This design comes from an exercise in tuning for small area on the open sky130 flow, not from production work. Only simulation tests tie the RTL to the original design; equivalence was not proved.

## wb_regfile
module wb_regfile #(
  parameter int DATA_W = mips_pkg::DATA_W,
  parameter int ADDR_W = mips_pkg::ADDR_W,
  parameter int CNT_W  = 16
) (
  input  logic              clk,
  input  logic              rst,
  input  logic              wwreg,
  input  logic              wm2reg,
  input  logic [DATA_W-1:0] walu,
  input  logic [DATA_W-1:0] wmo,
  input  logic [ADDR_W-1:0] wrn,
  input  logic [ADDR_W-1:0] rna,
  input  logic [ADDR_W-1:0] rnb,
  output logic [DATA_W-1:0] qa,
  output logic [DATA_W-1:0] qb,
  output logic [DATA_W-1:0] wdi,
  output logic [CNT_W-1:0]  commit_cnt,
  output logic              commit_ovf
);
  localparam int NREG = 1 << ADDR_W;
  logic [DATA_W-1:0] wdi_s;
  logic              commit_s;
  logic [NREG-1:1]   wen;
  logic [NREG-1:1]   vld_r;
  logic [(NREG-1)*DATA_W-1:0] regs;   
  logic [CNT_W-1:0]  cnt_r;
  logic              ovf_r;
  wb_sel #(
    .DW(DATA_W)
  ) u_wb_sel (
    .wm2reg(wm2reg),
    .walu  (walu),
    .wmo   (wmo),
    .wdi   (wdi_s)
  );
  assign wdi = wdi_s;
  assign commit_s = wwreg && (wrn != '0);
  logic [3:0] wlo;
  logic [7:0] whi;
  logic [NREG-1:1] wenb;
  for (genvar k = 0; k < 4; k++) begin : g_wlo
    assign wlo[k] = (wrn[1:0] == 2'(k));
  end
  for (genvar j = 0; j < 8; j++) begin : g_whi
    assign whi[j] = wwreg && (wrn[4:2] == 3'(j));
  end
  for (genvar i = 1; i < NREG; i++) begin : g_row
    rf_and2  u_en  (.a(wlo[i % 4]), .b(whi[i / 4]), .y(wen[i]));
    rf_nand2 u_enb (.a(wlo[i % 4]), .b(whi[i / 4]), .y(wenb[i]));
    rf_row #(
      .DW(DATA_W)
    ) u_row (
      .clk(clk),
      .en (wen[i]),
      .enb(wenb[i]),
      .w  (wdi_s),
      .q  (regs[(i-1)*DATA_W +: DATA_W])
    );
  end
  always_ff @(posedge clk or posedge rst) begin
    if (rst) begin
      vld_r <= '0;
    end else begin
      vld_r <= vld_r | wen;
    end
  end
  logic [CNT_W:0] cnt_inc;
  assign cnt_inc = {1'b0, cnt_r} + (CNT_W+1)'(commit_s);
  always_ff @(posedge clk or posedge rst) begin
    if (rst) begin
      cnt_r <= '0;
      ovf_r <= 1'b0;
    end else begin
      cnt_r <= cnt_inc[CNT_W-1:0];
  ...
export LEC_CHECK = 0
export CAP_MARGIN = 20
export CORE_MARGIN = 2
export CORE_UTILIZATION = 50
export SLEW_MARGIN = 20
export SYNTH_HIERARCHICAL = 1
export SYNTH_MINIMUM_KEEP_SIZE = 0
create_clock -name core_clock -period 10.0 [get_ports {clk}]
standard.sh (not shown) runs the stock make flow with config.mk's settings and CLKGATE_MAP_FILE= SYNTH_SCRIPT=/design/flow/synth_recipe.tcl, a recipe that flattens the netlist after the stock synthesis.
==> flow/flow/run.sh <==
#!/bin/bash
# Own layout flow: the standard ORFS layout with three changes.
#  1. After floorplan, combinational cells that synthesis sized up are swapped
#     back to their smallest variant (flow/downsize.tcl); placement's
#     repair_design re-sizes or buffers wherever a net needs it.
#  2. Port buffers use buf_1 instead of the placer's default pick.
#  3. CTS builds the tree from clkbuf_4, clusters up to 8 sinks per leaf
#     buffer and inserts no dummy loads.
# Each step's full output goes to its own log in the work folder.
set -euo pipefail
RES=orfs/results/${FLOW_PLATFORM}/wb_regfile/base

bash standard.sh synth > 1_synth_std.log 2>&1
bash standard.sh floorplan > 2_floorplan_std.log 2>&1
ODB=$RES/2_floorplan.odb openroad -no_init -exit flow/downsize.tcl > 2_downsize.log 2>&1
bash standard.sh \
  "BUFFER_PORTS_ARGS=-buffer_cell sky130_fd_sc_hd__buf_1" \
  "CTS_ARGS=-sink_clustering_enable -repair_clock_nets -buf_list sky130_fd_sc_hd__clkbuf_4 -sink_clustering_size 8 -sink_clustering_max_diameter 40 -dont_use_dummy_load" \
  finish > 3_finish_std.log 2>&1
==> flow/flow/downsize.tcl <==
# Area recovery before placement: swap each combinational cell that synthesis
# sized up for the smallest cell of the same function. Placement's
# repair_design sizes or buffers again where a net needs it.
set odb $::env(ODB)
read_db $odb
set db [ord::get_db]
set block [ord::get_db_block]
set libs [$db getLibs]
# smallest-area variant for each base name
array set best {}
foreach lib $libs { foreach m [$lib getMasters] {
  set n [$m getName]
  if {[regexp {^(sky130_fd_sc_hd__[a-z0-9]+)_([0-9]+)$} $n -> base sz]} {
    set a [expr {[$m getWidth] * [$m getHeight]}]
    if {![info exists best($base)] || $a < [lindex $best($base) 1]} { set best($base) [list $m $a] }
  }
} }
set cnt 0
foreach inst [$block getInsts] {
  set m [$inst getMaster]
  set n [$m getName]
  if {[regexp {^(sky130_fd_sc_hd__[a-z0-9]+)_([0-9]+)$} $n -> base sz]} {
    if {[regexp {tap|fill|decap|dly|clkbuf|df|dl|sdf|edf|conb} $base]} continue
    if {[info exists best($base)]} {
      set bm [lindex $best($base) 0]
      if {[$bm getName] ne $n && [lindex $best($base) 1] < [expr {[$m getWidth]*[$m getHeight]}]} {
        $inst swapMaster $bm
        incr cnt
      }
    }
  }
}
puts "downsized $cnt"
write_db $odb
==> next run, changes <==
Settings changed: CAP_MARGIN 20 to 5, SLEW_MARGIN 20 to 5.
This time the run reached the layout checks and failed them: max-capacitance violations, max-slew violations.
Cell area hardly moves.
Clock-buffer cell count does not change.
Worst setup slack loses 0.29 ns.
Global-route usage does not change.
==> next run, changes <==
Settings changed: CAP_MARGIN 5 to 12, SLEW_MARGIN 5 to 12.
After rerunning: The new run went through all stages and came out clean. Non-clock buffer count is higher by 1. Critical path depth does not change. First-iteration DRC count is higher by about 2.6%. Clock-buffer cell count stays the same. Core utilization hardly moves. Routed wire length hardly moves.

==> what the ideal ports hide <==
In the flow no input, the clock included, has a driving cell. The finished layouts below were timed again as built, in two steps.
Step 1 sets driving cells, clkbuf_16 on the clock port and buf_2 on the other inputs (assumed; they add their load-dependent delay and slew).
Step 2, shift: input delay + t, output delay - t, t = (earliest + latest rising clock arrival at the registers) / 2. This alone moves slack from input paths to output paths.
Slacks: ideal ports / drivers / drivers and shift; pairs: ideal ports / drivers.
| run | t, ns | setup WS [ns] | clock arrival spread, ns | worst data-port slew with drivers (ns) |
|---|---|---|---|---|
| the first run | 1.109 | 2.006 / 1.985 / 1.985 | 0.118 / 0.118 | 0.07 |
| the second run | 1.100 | 1.715 / 1.695 / 1.695 | 0.119 / 0.119 | 0.07 |
| the third run | 1.108 | 2.015 / 1.994 / 1.994 | 0.119 / 0.119 | 0.06 |
